This is an optimization exercise on Yosys and OpenROAD, whose aim is small area, a short achievable clock period and few clock cycles per item, not a production implementation. Function was not checked in any run shown here: the RTL went through the layout flow alone. Power is estimated from default activity; no workload was simulated.

## flow/design.v (module list and top-level ports; edited modules follow where they fit)
// module mtsed_scale: 518 lines
// module mtsed_quot: 71 lines
// module mtsed_ms: 273 lines
// module multitouch_slot_event_decoder_unit: 292 lines
module multitouch_slot_event_decoder_unit (
    input  logic               i_clk,
    input  logic               i_rst_n,
    input  logic               i_event_valid,
    output logic               o_event_ready,
    input  logic [4:0]         i_event_type,
    input  logic [9:0]         i_event_code,
    input  logic signed [31:0] i_event_value,
    input  logic [31:0]        i_time_seconds,
    input  logic [19:0]        i_time_microseconds,
    output logic               o_result_valid,
    input  logic               i_result_ready,
    output logic               o_result_processed,
    output logic               o_result_slot_index,
    output logic               o_result_slot_valid,
    output logic [15:0]        o_result_slot_x,
    output logic [15:0]        o_result_slot_y,
    output logic [7:0]         o_result_slot_pressure,
    output logic [1:0]         o_result_slot_kind,
    output logic [1:0]         o_result_touch_count,
    output logic [41:0]        o_result_report_time_ms,
    input  logic               i_cfg_valid,
    output logic               o_cfg_ready,
    input  logic [3:0]         i_cfg_index,
    input  logic [11:0]        i_cfg_data
);
  // ...
==> flow/flow/run.sh <==
#!/bin/bash
# the standard layout, with the port buffers made from the smallest plain buffer
# (the resizer still upsizes the ones on critical paths)
cp standard.sh standard_sh.log
export BUFFER_PORTS_ARGS="-buffer_cell sky130_fd_sc_hd__buf_1"
bash standard.sh > standard.log 2>&1
==> flow/standard.sh <==
#!/bin/bash
# synth_recipe.tcl (not shown) runs the flow's synth.tcl, then flattens the netlist and writes it again
# the make line also repeats each setting of config.mk as NAME=value (left out here)
make -C /OpenROAD-flow-scripts/flow DESIGN_CONFIG=/design/flow/config.mk WORK_HOME=/design/flow/orfs CLKGATE_MAP_FILE= SYNTH_SCRIPT=/design/flow/synth_recipe.tcl "${@:-finish}"
==> flow/config.mk <==
export PLATFORM = sky130hd
export DESIGN_NAME = multitouch_slot_event_decoder_unit
export DESIGN_NICKNAME = multitouch_slot_event_decoder_unit
export VERILOG_FILES = /design/flow/design.v
export SDC_FILE = /design/flow/constraint.sdc
export NUM_CORES = 4
export LEC_CHECK = 0
export CAP_MARGIN = 20
export CORE_MARGIN = 2
export CORE_UTILIZATION = 60
export CTS_BUF_LIST = sky130_fd_sc_hd__clkbuf_8
export SETUP_SLACK_MARGIN = 5
export SLEW_MARGIN = 20
==> flow/constraint.sdc <==
create_clock -name core_clock -period 9.0 [get_ports {i_clk}]
set_input_delay 1.8000 -clock core_clock [delete_from_list [all_inputs] [get_ports {i_clk}]]
set_output_delay 1.8000 -clock core_clock [all_outputs]
set_load 0.01 [all_outputs]
==> impl_metrics.tcl, run 1 <==
set metrics [dict create \
    run_status "no timing/DRC/antenna violations" \
    row_count 69 \
    top_reg_by_flops "a_pl" \
    timing.critical_path.required_ns 7.20 \
    dp_slack_ns 4.45 \
    inverters_excl_clock 182 \
    drt-vias-per-instance 5.94 \
    main_combinational_cell_family_by_area_after_synthesis "adder cells" \
    numClockSinks 265 \
    endpoint_of_the_most_critical_setup_path "o_event_ready" \
    final_common_cell "sky130_fd_sc_hd__nand2_1" \
    hold_path.startpoint "a_op[0]$_SDFFCE_PP0N_" \
    layoutNonFillerInstCount 3058 \
    drc_errors 0 \
    totalNegativeSetupSlack_ns 0 \
    rsz0062_at_grt "yes" \
    register_area_share_after_synthesis_pct 29.1 \
    power.share.combinational_pct 35.5 \
    synth_enable_flop_cells 106 \
    postPlaceCellArea_mm2 0.0230 \
    met1_length_um 24600 \
    timing.final.setup_violations 0 \
    synthesis.nets 2821 \
    yosys_most_used_dff "sky130_fd_sc_hd__dfxtp_1" \
    io_buffers 207 \
    cell_internal_pwr_mw 2.32 \
    worst_hold_path_endpoint "m_op[0]$_DFFE_PN_" \
    cap_viol_max_count 0 \
    clock.fmax_ghz 0.240 \
    synth.cell_area_mm2 0.0219 \
    hold_class "reg2reg" \
    shortest_period_the_worst_path_allows_ns 4.16 \
    pin_count 212 \
    gp_congestion 0.923 \
    p_switching_mw 1.28 \
    seqPwrFrac_pct 37.8 \
    cell_pwr_density_mw_per_mm2 149 \
    grt_pass1_wl_um 94700 \
    avgSynthCellArea_um2 9.11 \
    initial_core_utilization_pct 61.3 \
    design.core.area_mm2 0.0357 \
    crit_top_cell "sky130_fd_sc_hd__buf_6" \
    critPathSlowestCell "sky130_fd_sc_hd__clkinvlp_4" \
    register_area_mm2 0.00637 \
]
==> module multitouch_slot_event_decoder_unit, before the edit <==
module multitouch_slot_event_decoder_unit (
    input  logic               i_clk,
    input  logic               i_rst_n,
    input  logic               i_event_valid,
    output logic               o_event_ready,
    input  logic [4:0]         i_event_type,
    input  logic [9:0]         i_event_code,
    input  logic signed [31:0] i_event_value,
    input  logic [31:0]        i_time_seconds,
    input  logic [19:0]        i_time_microseconds,
    output logic               o_result_valid,
    input  logic               i_result_ready,
    output logic               o_result_processed,
    output logic               o_result_slot_index,
    output logic               o_result_slot_valid,
    output logic [15:0]        o_result_slot_x,
    output logic [15:0]        o_result_slot_y,
    output logic [7:0]         o_result_slot_pressure,
    output logic [1:0]         o_result_slot_kind,
    output logic [1:0]         o_result_touch_count,
    output logic [41:0]        o_result_report_time_ms,
    input  logic               i_cfg_valid,
    output logic               o_cfg_ready,
    input  logic [3:0]         i_cfg_index,
    input  logic [11:0]        i_cfg_data
);
    logic [11:0] r_w;
    logic [11:0] r_h;
    assign o_cfg_ready = 1'b1;
    always_ff @(posedge i_clk) begin
        if (!i_rst_n) begin
            r_w <= mtsed_pkg::PANEL_WIDTH_RST;
            r_h <= mtsed_pkg::PANEL_HEIGHT_RST;
        end else if (i_cfg_valid) begin
            if (i_cfg_index == 4'd0) r_w <= i_cfg_data;
            if (i_cfg_index == 4'd1) r_h <= i_cfg_data;
        end
    end
    logic        is_abs;
    logic        d_slot, d_trk, d_x, d_y, d_prs, d_syn;
    assign is_abs = (i_event_type == mtsed_pkg::TYPE_ABS);
    assign d_slot = is_abs && (i_event_code == mtsed_pkg::CODE_SLOT);
    assign d_trk  = is_abs && (i_event_code == mtsed_pkg::CODE_TRACK);
    assign d_x    = is_abs && (i_event_code == mtsed_pkg::CODE_X ||
                               i_event_code == mtsed_pkg::CODE_MT_X);
    assign d_y    = is_abs && (i_event_code == mtsed_pkg::CODE_Y ||
                               i_event_code == mtsed_pkg::CODE_MT_Y);
    assign d_prs  = is_abs && (i_event_code == mtsed_pkg::CODE_PRESSURE ||
                               i_event_code == mtsed_pkg::CODE_MT_PRESSURE);
    assign d_syn  = (i_event_type == mtsed_pkg::TYPE_SYN) &&
                    (i_event_code == mtsed_pkg::CODE_SYN_REPORT);
    logic [2:0]  op_code;
    always_comb begin
        op_code = 3'd0;
        if (d_slot) op_code = 3'd1;
        if (d_trk)  op_code = 3'd2;
        if (d_prs)  op_code = 3'd3;
        if (d_x)    op_code = 3'd4;
        if (d_y)    op_code = 3'd5;
        if (d_syn)  op_code = 3'd6;
    end
    logic [11:0] n_sel;
    logic [13:0] n_ext;
    logic [6:0]  n_one, n_two, n_ng;
    assign n_sel = d_y ? r_h : r_w;
    assign n_ext = {2'b00, n_sel};
    always_comb begin
        for (int j = 0; j < 7; j++) begin
            logic b2, b1, b0;
            b2 = n_ext[2*j+1];
            b1 = n_ext[2*j];
            b0 = (j > 0) ? n_ext[2*j-1] : 1'b0;
            n_one[j] = b1 ^ b0;
            n_two[j] = (b2 & ~b1 & ~b0) | (~b2 & b1 & b0);
            n_ng[j]  = b2 & ~(b1 & b0);
        end
    end
    logic [12:0] v_tz;     
    logic [12:0] n_tz;     
    logic        low_zero;
    logic        round;
    always_comb begin
        v_tz[0] = 1'b1;
        n_tz[0] = 1'b1;
        for (int k = 1; k <= 12; k++) begin
            v_tz[k] = v_tz[k-1] && !i_event_value[k-1];
            n_tz[k] = n_tz[k-1] && !n_sel[k-1];
        end
        low_zero = 1'b0;
        for (int k = 0; k <= 12; k++) begin
            low_zero = low_zero || (v_tz[k] && n_tz[12-k]);
        end
    end
    assign round = i_event_value[31] && !low_zero;
    logic [9:0]  us_h;
    logic [11:0] us_z;
    assign us_h = i_time_microseconds[19:10];
    assign us_z = {1'b0, us_h, 1'b0} + {2'b00, us_h} + {5'd0, i_time_microseconds[9:3]};
    logic [53:0] pl;
    assign pl[53:50] = us_z[11:8];
    assign pl[49:0]  = d_syn ? {us_z[7:0], us_h, i_time_seconds}
                             : {n_ng, n_two, n_one, round, i_event_value[27:0]};
    logic        a_valid;
    logic [2:0]  a_op;          
    logic        a_f;           
    logic [53:0] a_pl;
    logic        res_valid;
    logic        m_valid;
    logic        s_free;        
    logic        m_en;          
    logic        a_en;          
    logic        adv;           
    logic        r_full;        
    assign s_free        = !res_valid || i_result_ready;
    assign m_en          = !(m_valid && res_valid) || i_result_ready;
    assign a_en          = !r_full || i_result_ready;
    assign adv           = m_valid && s_free;
    assign o_event_ready = a_en;
    always_ff @(posedge i_clk) begin
        if (!i_rst_n) begin
            r_full <= 1'b0;
        end else begin
            r_full <= (a_en ? i_event_valid : a_valid) &&
                      (m_en ? a_valid : m_valid) &&
                      (s_free ? m_valid : res_valid);
        end
    end
    always_ff @(posedge i_clk) begin
        if (!i_rst_n) begin
            a_valid <= 1'b0;
        end else if (a_en) begin
            a_valid <= i_event_valid;
        end
        if (a_en) begin
            a_op     <= op_code;
            a_f      <= d_slot ? (i_event_value[0] && (i_event_value[31:1] == 31'd0)) :
                        d_trk  ? (&i_event_value) :
                                 (!i_event_value[31] && (|i_event_value[30:8]));
            a_pl     <= pl;
        end
    end
    logic [20:0] sc_a;
    logic [20:0] sc_b;
    logic        sc_c;
    logic [10:0] quot;
    logic [42:0] m_in;
    mtsed_scale u_scale (
        .i_v   (a_pl[27:0]),
        .i_round (a_pl[28]),
        .i_one (a_pl[35:29]),
        .i_two (a_pl[42:36]),
        .i_ng  (a_pl[49:43]),
        .o_a   (sc_a),
        .o_b   (sc_b),
        .o_c   (sc_c)
    );
    mtsed_quot u_quot (
        .i_h (a_pl[41:32]),
        .i_z (a_pl[53:42]),
        .o_q (quot)
    );
    assign m_in = (a_op[2:1] == 2'b10) ? {sc_c, sc_b, sc_a} : {quot, a_pl[31:0]};
    logic [2:0]  m_op;
    logic        m_slot, m_trk, m_x, m_y, m_prs, m_syn;
    logic        m_f;
    logic [42:0] m_pl;
    always_ff @(posedge i_clk) begin
        if (!i_rst_n) begin
            m_valid <= 1'b0;
        end else if (m_en) begin
            m_valid <= a_valid;
        end
        if (m_en) begin
            m_op     <= a_op;
            m_f      <= a_f;
            m_pl     <= m_in;
        end
    end
    assign m_slot = (m_op == 3'd1);
    assign m_trk  = (m_op == 3'd2);
    assign m_prs  = (m_op == 3'd3);
    assign m_x    = (m_op == 3'd4);
    assign m_y    = (m_op == 3'd5);
    assign m_syn  = (m_op == 3'd6);
    logic [20:0] prod;      
    logic [15:0] pos;
    logic [41:0] ms;
    assign prod = m_pl[20:0] + m_pl[41:21] + 21'(m_pl[42]);
    assign pos  = prod[20:5];
    mtsed_ms u_ms (
        .i_secs (m_pl[31:0]),
        .i_q    (m_pl[42:32]),
        .o_ms   (ms)
    );
    logic        r_cur;
    logic [1:0]  r_pv;
    logic [15:0] r_x [2];
    logic [15:0] r_y [2];
    logic [7:0]  r_p [2];
    logic [1:0]  r_kind [2];
    logic [1:0]  r_count;
    logic [41:0] r_ms;
    logic        r_proc;
    logic        cur_valid;
    logic        move;
    assign cur_valid = r_pv[r_cur];
    assign move      = (m_x || m_y) && cur_valid;
    logic [1:0]  w_x, w_y, w_p, w_trk, w_kind;
    logic        w_cur, w_syn, w_proc;
    logic        e_cur, e_syn, e_proc;
    logic [1:0]  e_x, e_y, e_p, e_trk, e_kind;
    always_comb begin
        for (int i = 0; i < 2; i++) begin
            w_x[i]    = m_valid && m_x && (r_cur == 1'(i));
            w_y[i]    = m_valid && m_y && (r_cur == 1'(i));
            w_p[i]    = m_valid && m_prs && (r_cur == 1'(i));
            w_trk[i]  = m_valid && m_trk && (r_cur == 1'(i));
            w_kind[i] = m_valid && (m_trk || move) && (r_cur == 1'(i));
        end
        w_cur  = m_valid && m_slot;
        w_syn  = m_valid && m_syn;
        w_proc = m_valid;
        e_x    = w_x & {2{s_free}};
        e_y    = w_y & {2{s_free}};
        e_p    = w_p & {2{s_free}};
        e_trk  = w_trk & {2{s_free}};
        e_kind = w_kind & {2{s_free}};
        e_cur  = w_cur && s_free;
        e_syn  = w_syn && s_free;
        e_proc = w_proc && s_free;
    end
    always_ff @(posedge i_clk) begin
        if (!i_rst_n) begin
            res_valid <= 1'b0;
        end else if (s_free) begin
            res_valid <= m_valid;
        end
    end
    always_ff @(posedge i_clk) begin
        if (!i_rst_n) begin
            r_cur     <= 1'b0;
            r_pv      <= 2'b00;
            r_count   <= '0;
            r_ms      <= '0;
            for (int i = 0; i < 2; i++) begin
                r_x[i]    <= '0;
                r_y[i]    <= '0;
                r_p[i]    <= '0;
                r_kind[i] <= mtsed_pkg::KIND_NONE;
            end
        end else begin
            if (e_cur) begin
                r_cur <= m_f;
            end
            for (int i = 0; i < 2; i++) begin
                if (e_trk[i]) begin
                    r_pv[i] <= !m_f;
                end
                if (e_kind[i]) begin
                    r_kind[i] <= m_trk ? (m_f ? mtsed_pkg::KIND_RELEASE : mtsed_pkg::KIND_PRESS)
                                       : mtsed_pkg::KIND_MOVE;
                end
                if (e_x[i]) begin
                    r_x[i] <= pos;
                end
                if (e_y[i]) begin
                    r_y[i] <= pos;
                end
                if (e_p[i]) begin
                    r_p[i] <= m_f ? 8'hFF : m_pl[7:0];
                end
            end
            if (e_syn) begin
                r_count <= 2'(r_pv[0]) + 2'(r_pv[1]);
                r_ms    <= ms;
            end
        end
        if (e_proc) begin
            r_proc <= m_trk || move || m_syn;
        end
    end
    assign o_result_valid          = res_valid;
    assign o_result_processed      = r_proc;
    assign o_result_slot_index     = r_cur;
    assign o_result_slot_valid     = cur_valid;
    assign o_result_slot_x         = r_x[r_cur];
    assign o_result_slot_y         = r_y[r_cur];
    assign o_result_slot_pressure  = r_p[r_cur];
    assign o_result_slot_kind      = r_kind[r_cur];
    assign o_result_touch_count    = r_count;
    assign o_result_report_time_ms = r_ms;
endmodule
==> run 2: changes to the inputs <==
--- a/flow/design.v
+++ b/flow/design.v
@@ -935,47 +935,46 @@
     assign d_syn  = (i_event_type == mtsed_pkg::TYPE_SYN) &&
                     (i_event_code == mtsed_pkg::CODE_SYN_REPORT);
-    logic [2:0]  op_code;
-    always_comb begin
-        op_code = 3'd0;
-        if (d_slot) op_code = 3'd1;
-        if (d_trk)  op_code = 3'd2;
-        if (d_prs)  op_code = 3'd3;
-        if (d_x)    op_code = 3'd4;
-        if (d_y)    op_code = 3'd5;
-        if (d_syn)  op_code = 3'd6;
-    end
-    logic [11:0] n_sel;
-    logic [13:0] n_ext;
-    logic [6:0]  n_one, n_two, n_ng;
-    assign n_sel = d_y ? r_h : r_w;
-    assign n_ext = {2'b00, n_sel};
-    always_comb begin
+    function automatic logic [20:0] booth(input logic [11:0] n);
+        logic [13:0] e;
+        logic [6:0]  one, two, ng;
+        e = {2'b00, n};
         for (int j = 0; j < 7; j++) begin
             logic b2, b1, b0;
-            b2 = n_ext[2*j+1];
-            b1 = n_ext[2*j];
-            b0 = (j > 0) ? n_ext[2*j-1] : 1'b0;
-            n_one[j] = b1 ^ b0;
-            n_two[j] = (b2 & ~b1 & ~b0) | (~b2 & b1 & b0);
-            n_ng[j]  = b2 & ~(b1 & b0);
+            b2 = e[2*j+1];
+            b1 = e[2*j];
+            b0 = (j > 0) ? e[2*j-1] : 1'b0;
+            one[j] = b1 ^ b0;
+            two[j] = (b2 & ~b1 & ~b0) | (~b2 & b1 & b0);
+            ng[j]  = b2 & ~(b1 & b0);
+        end
+        booth = {ng, two, one};
+    endfunction
+    function automatic logic [12:0] tz(input logic [11:0] n);
+        logic [12:0] z;
+        z[0] = 1'b1;
+        for (int k = 1; k <= 12; k++) begin
+            z[k] = z[k-1] && !n[k-1];
         end
-    end
-    logic [12:0] v_tz;     
-    logic [12:0] n_tz;     
-    logic        low_zero;
+        tz = z;
+    endfunction
+    logic [20:0] dig_w, dig_h, dig;
+    assign dig_w = booth(r_w);
+    assign dig_h = booth(r_h);
+    assign dig   = d_y ? dig_h : dig_w;
+    logic [12:0] v_tz, w_tz, h_tz;
+    logic        lz_w, lz_h;
     logic        round;
+    assign v_tz = tz(i_event_value[11:0]);
+    assign w_tz = tz(r_w);
+    assign h_tz = tz(r_h);
     always_comb begin
-        v_tz[0] = 1'b1;
-        n_tz[0] = 1'b1;
-        for (int k = 1; k <= 12; k++) begin
-            v_tz[k] = v_tz[k-1] && !i_event_value[k-1];
-            n_tz[k] = n_tz[k-1] && !n_sel[k-1];
-        end
-        low_zero = 1'b0;
+        lz_w = 1'b0;
+        lz_h = 1'b0;
         for (int k = 0; k <= 12; k++) begin
-            low_zero = low_zero || (v_tz[k] && n_tz[12-k]);
+            lz_w = lz_w || (v_tz[k] && w_tz[12-k]);
+            lz_h = lz_h || (v_tz[k] && h_tz[12-k]);
         end
     end
-    assign round = i_event_value[31] && !low_zero;
+    assign round = i_event_value[31] && !(d_y ? lz_h : lz_w);
     logic [9:0]  us_h;
     logic [11:0] us_z;
@@ -985,7 +984,7 @@
     assign pl[53:50] = us_z[11:8];
     assign pl[49:0]  = d_syn ? {us_z[7:0], us_h, i_time_seconds}
-                             : {n_ng, n_two, n_one, round, i_event_value[27:0]};
+                             : {dig, round, i_event_value[27:0]};
     logic        a_valid;
-    logic [2:0]  a_op;          
+    logic        a_slot, a_trk, a_x, a_y, a_prs, a_syn;
     logic        a_f;           
     logic [53:0] a_pl;
@@ -998,8 +997,8 @@
     logic        r_full;        
     assign s_free        = !res_valid || i_result_ready;
-    assign m_en          = !(m_valid && res_valid) || i_result_ready;
-    assign a_en          = !r_full || i_result_ready;
+    assign m_en          = !m_valid || s_free;
+    assign a_en          = !a_valid || m_en;
     assign adv           = m_valid && s_free;
-    assign o_event_ready = a_en;
+    assign o_event_ready = i_result_ready || !r_full;
     always_ff @(posedge i_clk) begin
         if (!i_rst_n) begin
@@ -1018,5 +1017,10 @@
         end
         if (a_en) begin
-            a_op     <= op_code;
+            a_slot   <= d_slot;
+            a_trk    <= d_trk;
+            a_x      <= d_x;
+            a_y      <= d_y;
+            a_prs    <= d_prs;
+            a_syn    <= d_syn;
             a_f      <= d_slot ? (i_event_value[0] && (i_event_value[31:1] == 31'd0)) :
                         d_trk  ? (&i_event_value) :
@@ -1045,6 +1049,5 @@
         .o_q (quot)
     );
-    assign m_in = (a_op[2:1] == 2'b10) ? {sc_c, sc_b, sc_a} : {quot, a_pl[31:0]};
-    logic [2:0]  m_op;
+    assign m_in = (a_x || a_y) ? {sc_c, sc_b, sc_a} : {quot, a_pl[31:0]};
     logic        m_slot, m_trk, m_x, m_y, m_prs, m_syn;
     logic        m_f;
@@ -1057,15 +1060,14 @@
         end
         if (m_en) begin
-            m_op     <= a_op;
+            m_slot   <= a_slot;
+            m_trk    <= a_trk;
+            m_x      <= a_x;
+            m_y      <= a_y;
+            m_prs    <= a_prs;
+            m_syn    <= a_syn;
             m_f      <= a_f;
             m_pl     <= m_in;
         end
     end
-    assign m_slot = (m_op == 3'd1);
-    assign m_trk  = (m_op == 3'd2);
-    assign m_prs  = (m_op == 3'd3);
-    assign m_x    = (m_op == 3'd4);
-    assign m_y    = (m_op == 3'd5);
-    assign m_syn  = (m_op == 3'd6);
     logic [20:0] prod;      
     logic [15:0] pos;
@@ -1091,27 +1093,7 @@
     assign cur_valid = r_pv[r_cur];
     assign move      = (m_x || m_y) && cur_valid;
-    logic [1:0]  w_x, w_y, w_p, w_trk, w_kind;
-    logic        w_cur, w_syn, w_proc;
-    logic        e_cur, e_syn, e_proc;
-    logic [1:0]  e_x, e_y, e_p, e_trk, e_kind;
-    always_comb begin
-        for (int i = 0; i < 2; i++) begin
-            w_x[i]    = m_valid && m_x && (r_cur == 1'(i));
-            w_y[i]    = m_valid && m_y && (r_cur == 1'(i));
-            w_p[i]    = m_valid && m_prs && (r_cur == 1'(i));
-            w_trk[i]  = m_valid && m_trk && (r_cur == 1'(i));
-            w_kind[i] = m_valid && (m_trk || move) && (r_cur == 1'(i));
-        end
-        w_cur  = m_valid && m_slot;
-        w_syn  = m_valid && m_syn;
-        w_proc = m_valid;
-        e_x    = w_x & {2{s_free}};
-        e_y    = w_y & {2{s_free}};
-        e_p    = w_p & {2{s_free}};
-        e_trk  = w_trk & {2{s_free}};
-        e_kind = w_kind & {2{s_free}};
-        e_cur  = w_cur && s_free;
-        e_syn  = w_syn && s_free;
-        e_proc = w_proc && s_free;
+    logic        r_srst;
+    always_ff @(posedge i_clk) begin
+        r_srst <= !i_rst_n;
     end
     always_ff @(posedge i_clk) begin
@@ -1123,5 +1105,5 @@
     end
     always_ff @(posedge i_clk) begin
-        if (!i_rst_n) begin
+        if (r_srst) begin
             r_cur     <= 1'b0;
             r_pv      <= 2'b00;
@@ -1134,32 +1116,30 @@
                 r_kind[i] <= mtsed_pkg::KIND_NONE;
             end
-        end else begin
-            if (e_cur) begin
+        end else if (adv) begin
+            if (m_slot) begin
                 r_cur <= m_f;
             end
-            for (int i = 0; i < 2; i++) begin
-                if (e_trk[i]) begin
-                    r_pv[i] <= !m_f;
-                end
-                if (e_kind[i]) begin
-                    r_kind[i] <= m_trk ? (m_f ? mtsed_pkg::KIND_RELEASE : mtsed_pkg::KIND_PRESS)
-                                       : mtsed_pkg::KIND_MOVE;
-                end
-                if (e_x[i]) begin
-                    r_x[i] <= pos;
-                end
-                if (e_y[i]) begin
-                    r_y[i] <= pos;
-                end
-                if (e_p[i]) begin
-                    r_p[i] <= m_f ? 8'hFF : m_pl[7:0];
-                end
+            if (m_trk) begin
+                r_pv[r_cur]   <= !m_f;
+                r_kind[r_cur] <= m_f ? mtsed_pkg::KIND_RELEASE : mtsed_pkg::KIND_PRESS;
+            end
+            if (m_x) begin
+                r_x[r_cur] <= pos;
+            end
+            if (m_y) begin
+                r_y[r_cur] <= pos;
+            end
+            if (move) begin
+                r_kind[r_cur] <= mtsed_pkg::KIND_MOVE;
+            end
+            if (m_prs) begin
+                r_p[r_cur] <= m_f ? 8'hFF : m_pl[7:0];
             end
-            if (e_syn) begin
+            if (m_syn) begin
                 r_count <= 2'(r_pv[0]) + 2'(r_pv[1]);
                 r_ms    <= ms;
             end
         end
-        if (e_proc) begin
+        if (adv) begin
             r_proc <= m_trk || move || m_syn;
         end
--- a/flow/config.mk
+++ b/flow/config.mk
@@ -6,8 +6,8 @@
 export NUM_CORES = 4
 export LEC_CHECK = 0
+export ABC_AREA = 1
 export CAP_MARGIN = 20
 export CORE_MARGIN = 2
-export CORE_UTILIZATION = 60
-export CTS_BUF_LIST = sky130_fd_sc_hd__clkbuf_8
+export CORE_UTILIZATION = 40
 export SETUP_SLACK_MARGIN = 5
 export SLEW_MARGIN = 20
==> impl_metrics.tcl, run 2 <==
set metrics [dict create \
    run_status "no timing/DRC/antenna violations" \
    totalNegativeSetupSlack_ns 0 \
    cell_pwr_density_mw_per_mm2 165 \
    drt_first_iter_violations 1606 \
    grt_antenna_before_repair 2 \
    max_slew.worst_pin.slew_ns 0.938 \
    synth_enable_flop_cells 196 \
    cts-buffers-inserted 34 \
    clkTransAtPathRegs_ns 0.06 \
    fin_util_pct 45.0 \
    synthesis.nets 3473 \
    clk_path_buf_depth 3 \
    slew-limit-headroom_pct 37.4 \
    vdd_ir_max_mv 0.111 \
    dpl.cell_count 3945 \
    yosys_warnings 1 \
    total_leakage_power_nw 12.9 \
    yosys_most_used_dff "sky130_fd_sc_hd__edfxtp_1" \
    hold_path.startpoint "a_syn$_DFFE_PN_" \
    initial_core_utilization_pct 40.3 \
    synthesis.instances 3050 \
    share_of_post_route_cells_with_drive_strength_above_1_pct 5.88 \
    drt-wirelength-per-cell_um 18.9 \
    overflow 0 \
    flip_flop_count_of_the_largest_register_after_layout 54 \
    finalWirelength_um 76200 \
    hold_class "reg2reg" \
    shortest_period_the_worst_path_allows_ns 3.97 \
    layoutNonFillerInstCount 4028 \
    dpl.hpwl_um 57800 \
    grt_pass1_vias 20600 \
    setup.worst_path.start_class "register" \
    drt_pre_antenna_iters 5 \
    timing.critical_path.required_ns 9.27 \
    hold_viol_final 0 \
    final_common_cell "sky130_fd_sc_hd__nand2_1" \
    synth_common_cells "sky130_fd_sc_hd__nand2_1 (657), sky130_fd_sc_hd__inv_1 (500), sky130_fd_sc_hd__nor2_1 (233), sky130_fd_sc_hd__edfxtp_1 (196), sky130_fd_sc_hd__xor2_1 (173)" \
    r2r.worst_path.cells 11 \
    worstReg2RegEnd "m_pl[6]$_DFFE_PN_" \
    timing.rr.start "a_pl[38]$_DFFE_PN_" \
    drtAntennaViolNets 0 \
    timing.critical_path.cells "clkinvlp_4 > buf_4 > o22ai_1 > xor2_1 > fa_1 > inv_1 > fa_1 > fa_1 > fa_1 > nand2_1 > o21ai_0" \
    top_reg_by_flops "a_pl" \
    cp_top_family "adder cells" \
    worst_ep_arrival_time_ns 4.24 \
    vias 21000 \
    regToRegSetupSlack_ns 5.03 \
    cp.buffers_inverters 3 \
    clk_root_buffer_cell "sky130_fd_sc_hd__clkbuf_16" \
    drt-vias-per-instance 5.22 \
    register_area_mm2 0.00743 \
    rsz0062_at_grt "yes" \
    grt_pass1_wl_um 117000 \
    gr_usage_total_pct 24.0 \
    fp.dieW_um 250 \
    synth.cell_area_mm2 0.0243 \
    worstPathMaxFanout 12 \
    synth.area.top_cells "sky130_fd_sc_hd__edfxtp_1 (24%), sky130_fd_sc_hd__fa_1 (12%), sky130_fd_sc_hd__nand2_1 (10%), sky130_fd_sc_hd__ha_1 (8.3%), sky130_fd_sc_hd__inv_1 (7.7%)" \
    fin_nets 3643 \
    maxSlewViolCount 0 \
    critPathKind "reg2reg" \
    synth.most_common_cell "sky130_fd_sc_hd__nand2_1" \
    final.period_utilization_pct 44.2 \
    clock.fmax_ghz 0.252 \
    worst_hold_path_endpoint "m_syn$_DFFE_PN_" \
    cap_viol_max_count 0 \
    finalClockSkew_ns 0.0398 \
    async_reset_ff_share_pct 0 \
    dieHeight_um 250 \
    die_area_mm2 0.0627 \
    row_count 90 \
    register_area_share_after_synthesis_pct 30.6 \
    clk_latency_worst_skew_pair_ns 0.56 \
    worst_setup_path_end_kind "register" \
    gp_congestion 0.957 \
    postSynthRegisterBits 273 \
    cts_tree "done" \
    cts_hold_repair.buffers 0 \
    drc_errors 0 \
    layout_common_cells "sky130_fd_sc_hd__nand2_1 (656), sky130_fd_sc_hd__inv_1 (486), sky130_fd_sc_hd__nor2_1 (233), sky130_fd_sc_hd__buf_1 (207), sky130_fd_sc_hd__edfxtp_1 (196)" \
    crit_path_max_incr_delay_ns 0.57 \
    critPathSlowestCell "sky130_fd_sc_hd__edfxtp_1" \
    synth.lib_cells_used.distinct 45 \
    numClockSinks 273 \
    grt_start_max_net_pins 74 \
    timing.final.setup_violations 0 \
    diodes 0 \
    avgSynthCellArea_um2 7.96 \
    fillerInstances 6195 \
    layout-area-overhead-vs-synth_pct 11.5 \
    synth_area_leader_cell "sky130_fd_sc_hd__edfxtp_1" \
    number_of_instances_on_the_worst_hold_path 0 \
    design.core.area_mm2 0.0602 \
    synth_top_area_share_pct 24.2 \
    io_buffers 207 \
    design_power_total_mw 4.48 \
    crit_top_cell "sky130_fd_sc_hd__fa_1" \
    htree_levels 2 \
    registers_with_the_most_flip_flops "a_pl: 54 flops, m_pl: 43 flops, r_ms: 42 flops" \
    area_taken_by_multi_input_logic_gates_mm2 0.0144 \
    pin_count 212 \
]
==> run 2: cell families after synthesis <==
kind of cell | share of synthesized area (%)
flops | 30.6
compound gates | 11.8
other cells | 0.0154
simple gates | 19.0
xor+xnor | 6.63
fa+ha+maj | 20.0
buf+inv | 10.0
mux | 1.99
==> run 2: repair_timing <==
action	in CTS	in global routing
gates cloned	1	3
gates resized for setup	10	27
setup endpoints to repair	57	29
setup buffers	2	15
==> run 2: worst max path at each step <==
stage,start,to,slack (ns),depth (start not counted)
after floorplan,i_time_microseconds[4],a_pl[49]$_SDFFCE_PN0N_,5.11,9
after global placement,a_pl[36]$_DFFE_PN_,m_pl[17]$_DFFE_PN_,4.61,10
after detailed placement,a_pl[36]$_DFFE_PN_,m_pl[20]$_DFFE_PN_,4.56,16
after CTS,a_pl[36]$_DFFE_PN_,m_pl[20]$_DFFE_PN_,4.98,16
after global routing,a_pl[38]$_DFFE_PN_,m_pl[20]$_DFFE_PN_,4.93,17
final,a_pl[38]$_DFFE_PN_,m_pl[6]$_DFFE_PN_,5.03,11
==> run 2: cell type report <==
| cell class | instances | area share (%) |
|---|---|---|
| Multi-Input combinational cell | 2147 | 53.3 |
| Inverter | 523 | 7.54 |
| Timing Repair inverter | 4 | 0.111 |
| Sequential cell | 273 | 27.4 |
| Clock buffer | 40 | 3.37 |
| Clock inverter | 22 | 0.910 |
| Tap cell | 782 | 3.61 |
| Timing Repair Buffer | 237 | 3.76 |
==> run 2: stage by stage <==
step           hold WS (ns)  cell area (um2)  worst slack [ns]
5_1_grt               0.434            27100              4.93
6_report              0.420            27100              5.03
3_3_place_gp          0.404            25700              4.61
3_5_place_dp          0.410            25700              4.56
4_1_cts               0.423            26900              4.98
2_1_floorplan         0.400            24300              5.11
==> run 2: worst register-to-register path, cell delays in order (launching register included) <==
cell and delay, ns:
sky130_fd_sc_hd__edfxtp_1 0.57, sky130_fd_sc_hd__clkinvlp_4 0.15, sky130_fd_sc_hd__buf_4 0.21, sky130_fd_sc_hd__o22ai_1 0.25
sky130_fd_sc_hd__xor2_1 0.13, sky130_fd_sc_hd__fa_1 0.49, sky130_fd_sc_hd__inv_1 0.06, sky130_fd_sc_hd__fa_1 0.54
sky130_fd_sc_hd__fa_1 0.53, sky130_fd_sc_hd__fa_1 0.54, sky130_fd_sc_hd__nand2_1 0.10, sky130_fd_sc_hd__o21ai_0 0.13
==> run 2: power breakdown <==
group / leakage [nW] / internal [mW] / switching (mW) / total, mW
combinational: 9.57 / 0.572 / 1.03 / 1.60
sequential: 2.73 / 1.40 / 0.0601 / 1.46
clock: 0.567 / 0.850 / 0.569 / 1.42
==> run 2: routing by layer <==
layer  track usage [%]  vias to the layer above  routed length, um
li1                  -                    10300                  -
met1              31.2                     9918              32400
met2              41.2                      701              36600
met3              3.14                      136               4670
met4              8.18                        4               2500
met5                 0                        -                 28
==> run 3: changes to the inputs <==
--- a/flow/config.mk
+++ b/flow/config.mk
@@ -6,5 +6,4 @@
 export NUM_CORES = 4
 export LEC_CHECK = 0
-export ABC_AREA = 1
 export CAP_MARGIN = 20
 export CORE_MARGIN = 2
==> impl_metrics.tcl, run 3 <==
set metrics [dict create \
    run_status "no timing/DRC/antenna violations" \
    post_synth_and_or_nand_nor_area_fraction_pct 12.4 \
    cp.buffers_inverters 0 \
    dpl.cell_count 3139 \
    area_taken_by_multi_input_logic_gates_mm2 0.0138 \
    cap_viol_max_count 0 \
    htree_levels 2 \
    initial_core_utilization_pct 40.5 \
    grt_start_max_net_pins 75 \
    maxSlewViolCount 0 \
    synth_enable_flop_cells 196 \
    synth.lib_cells_used.distinct 67 \
    synth_top_area_share_pct 26.4 \
    final_common_cell "sky130_fd_sc_hd__nand2_1" \
    shortest_period_the_worst_path_allows_ns 3.99 \
    avgSynthCellArea_um2 9.74 \
    overflow 0 \
    fin_util_pct 46.0 \
    drt-vias-per-instance 5.45 \
    timing.final.setup_violations 0 \
    slew-limit-headroom_pct 27.9 \
    share_of_post_route_cells_with_drive_strength_above_1_pct 9.38 \
    design.core.area_mm2 0.0551 \
    cts_tree "done" \
    cell_pwr_density_mw_per_mm2 162 \
    worst_ep_arrival_time_ns 4.50 \
    clk_path_buf_depth 3 \
    dieHeight_um 240 \
    numClockSinks 273 \
    yosys_warnings 1 \
    fp.dieW_um 240 \
    worstSetupStartpoint "m_pl[11]$_DFFE_PN_" \
    drt_first_iter_violations 1164 \
    fin_nets 2882 \
    async_reset_ff_share_pct 0 \
    pin_count 212 \
    layout_common_cells "sky130_fd_sc_hd__nand2_1 (273), sky130_fd_sc_hd__buf_1 (205), sky130_fd_sc_hd__edfxtp_1 (196), sky130_fd_sc_hd__inv_1 (194), sky130_fd_sc_hd__ha_1 (158)" \
    top_reg_by_flops "a_pl" \
    final.period_utilization_pct 44.3 \
    design_area_mm2 0.0253 \
    clk_latency_worst_skew_pair_ns 0.57 \
    crit_path_max_incr_delay_ns 0.49 \
    postPlaceCellArea_mm2 0.0238 \
    synth-compound-area-share_pct 13.7 \
    rsz0062_at_grt "yes" \
    hold_path.startpoint "a_syn$_DFFE_PN_" \
    worst_setup_path_end_kind "register" \
    register_area_share_after_synthesis_pct 33.3 \
    post_synth_mux_area_share_pct 4.62 \
    synth.cell_area_mm2 0.0223 \
    synthesis.instances 2292 \
    drt_pre_antenna_iters 5 \
    hold-worst-slack_ns 0.406 \
    timing.final.ws_setup_ns 5.01 \
    finalWirelength_um 63400 \
    clock.fmax_ghz 0.251 \
    gp_congestion 0.892 \
    register_area_mm2 0.00743 \
    hold_viol_final 0 \
    registers_with_the_most_flip_flops "a_pl: 54 flops, m_pl: 43 flops, r_ms: 42 flops" \
    design_power_total_mw 4.09 \
    timing.critical_path.cells "ha_1 > fa_1 > ha_1 > and2_1 > and3_1 > a221oi_2 > o211ai_1 > a21oi_4 > o31ai_4 > o41a_1 > nor4b_2 > a211o_1" \
    synth_area_leader_cell "sky130_fd_sc_hd__edfxtp_1" \
    dpl.hpwl_um 45800 \
    setup.worst_path.start_class "register" \
    die_area_mm2 0.0577 \
    layoutNonFillerInstCount 3234 \
    io_buffers 207 \
    critPathSlowestCell "sky130_fd_sc_hd__o41a_1" \
    post_synth_xor_area_fraction_pct 8.63 \
    vdd_ir_max_mv 0.151 \
    yosys_most_used_dff "sky130_fd_sc_hd__edfxtp_1" \
    synthesis.nets 2715 \
    timing.critical_path.required_ns 9.51 \
    critPathKind "reg2reg" \
    clkTransAtPathRegs_ns 0.06 \
    timing.rr.start "m_pl[11]$_DFFE_PN_" \
    drtAntennaViolNets 0 \
    hold_class "reg2reg" \
    max_slew.worst_pin.slew_ns 1.07 \
    grt_pass1_wl_um 98700 \
    fillerInstances 5328 \
    postSynthRegisterBits 273 \
    grt_antenna_before_repair 3 \
    drt-wirelength-per-cell_um 19.6 \
    clk_root_buffer_cell "sky130_fd_sc_hd__clkbuf_16" \
    cp_top_family "compound AO/OA/AOI/OAI gates" \
    vias 17600 \
    cts-buffers-inserted 34 \
    synth_common_cells "sky130_fd_sc_hd__nand2_1 (274), sky130_fd_sc_hd__edfxtp_1 (196), sky130_fd_sc_hd__inv_1 (196), sky130_fd_sc_hd__ha_1 (162), sky130_fd_sc_hd__nor2_1 (160)" \
    grt_pass1_vias 17900 \
    drc_errors 0 \
    synth.most_common_cell "sky130_fd_sc_hd__nand2_1" \
    synth.area.top_cells "sky130_fd_sc_hd__edfxtp_1 (26%), sky130_fd_sc_hd__fa_1 (13%), sky130_fd_sc_hd__ha_1 (9.1%), sky130_fd_sc_hd__dfxtp_1 (6.9%), sky130_fd_sc_hd__xnor2_1 (5.1%)" \
    gr_usage_total_pct 22.0 \
    row_count 86 \
    main_combinational_cell_family_by_area_after_synthesis "adder cells" \
    post_synth_fa_ha_maj_area_fraction_pct 21.7 \
    totalNegativeSetupSlack_ns 0 \
    flip_flop_count_of_the_largest_register_after_layout 54 \
    total_leakage_power_nw 10.3 \
    dp_slack_ns 4.34 \
    finalClockSkew_ns 0.0234 \
    crit_top_cell "sky130_fd_sc_hd__ha_1" \
    worstPathMaxFanout 5 \
    layout-area-overhead-vs-synth_pct 13.5 \
]
-- run 3: changes by cell type in the layout (fill, tap and decap cells not counted), sizes merged, moves of 29 or more --
cell   change
inv      -302
nand2    -385
o22ai    -143
a22oi    +146
xor2      -82
mux2      +29
o21ai     -72
a21oi     -35
nand3    -103
nor2      -79
xnor2    +118
-- run 3: kinds of logic (layout without fill, tap and decap cells) --
family                     count (synthesis)  after routing
buffers and inverters                    330            523
xor gates and xnor gates                 220            220
DFF                                      273            273
AOI/OAI and AO/OA                        456            456
adders and majority gates                303            303
muxes                                     94             94
and+or+nand+nor                          615            615
other                                      1              2
-- run 3: area by class of cell --
class	count	share of cell area, %
diodes	1	0.00988
clock buffers	48	3.78
repair buffers	265	4.87
clock inverters	14	0.780
well taps	748	3.69
multi-input cells	1689	54.6
flip-flops and latches	273	29.3
inverters	196	2.90
-- run 3: repair_timing --
item                                    in CTS  in global routing
endpoints found under the setup margin      78                 71
endpoints found under the hold margin        0                  0
gates resized for setup                     11                 34
pin swaps                                    1                  7
gates cloned                                 0                  0
hold buffers                                 0                  0
buffers inserted                            13                 19
-- run 3: per-layer routing --
layer	routed length, um	up-vias	track usage [%]
met5	29	-	0
met4	1980	4	7.81
met3	3790	134	3.43
met2	30400	593	37.3
met1	27100	8604	28.4
li1	-	8298	-
-- run 3: worst paths after layout --
check / endpoint / slack, ns / depth (start not counted)
max: r_ms[40]$_SDFFE_PP0P_ / 5.01 / 12
max reg2reg: r_ms[40]$_SDFFE_PP0P_ / 5.01 / 12
min: m_syn$_DFFE_PN_ / 0.41 / 0
min reg2reg: m_syn$_DFFE_PN_ / 0.41 / 0
-- run 3: power by group --
part	switching (mW)	leakage (nW)	internal, mW
logic	0.706	7.01	0.524
registers	0.0728	2.73	1.39
clock network	0.577	0.551	0.819
total	1.36	10.3	2.74

## afterwards: timing with drivers on the ports
The results above use ideal ports. As a check the final layouts listed here were re-extracted and re-timed, cells and wires unchanged. Step 1 sets driving cells, clkbuf_16 on the clock port and buf_2 on the other inputs (assumed; they add their load-dependent delay and slew). Step 2 also shifts input and output timing later by t, the mid clock arrival at the registers, as if the neighbouring blocks saw the same clock. Three values: no drivers, after step 1, after step 2; two values: the first two.
| run | t (ns) | setup slack, ns | worst setup path after step 2 | clock arrival spread, ns |
|---|---|---|---|---|
| run 1 | 0.651 | 4.839 / 4.807 / 4.558 | input to register | 0.037 / 0.036 |
| run 2 | 0.599 | 5.025 / 5.025 / 4.677 | input to register | 0.040 / 0.040 |
| run 3 | 0.619 | 5.012 / 5.012 / 4.618 | input to register | 0.026 / 0.026 |
After both steps every run listed still meets setup and hold. For run 3, which loses most, drivers alone change the setup slack by 0.000 ns; drivers and shift together by -0.394 ns.
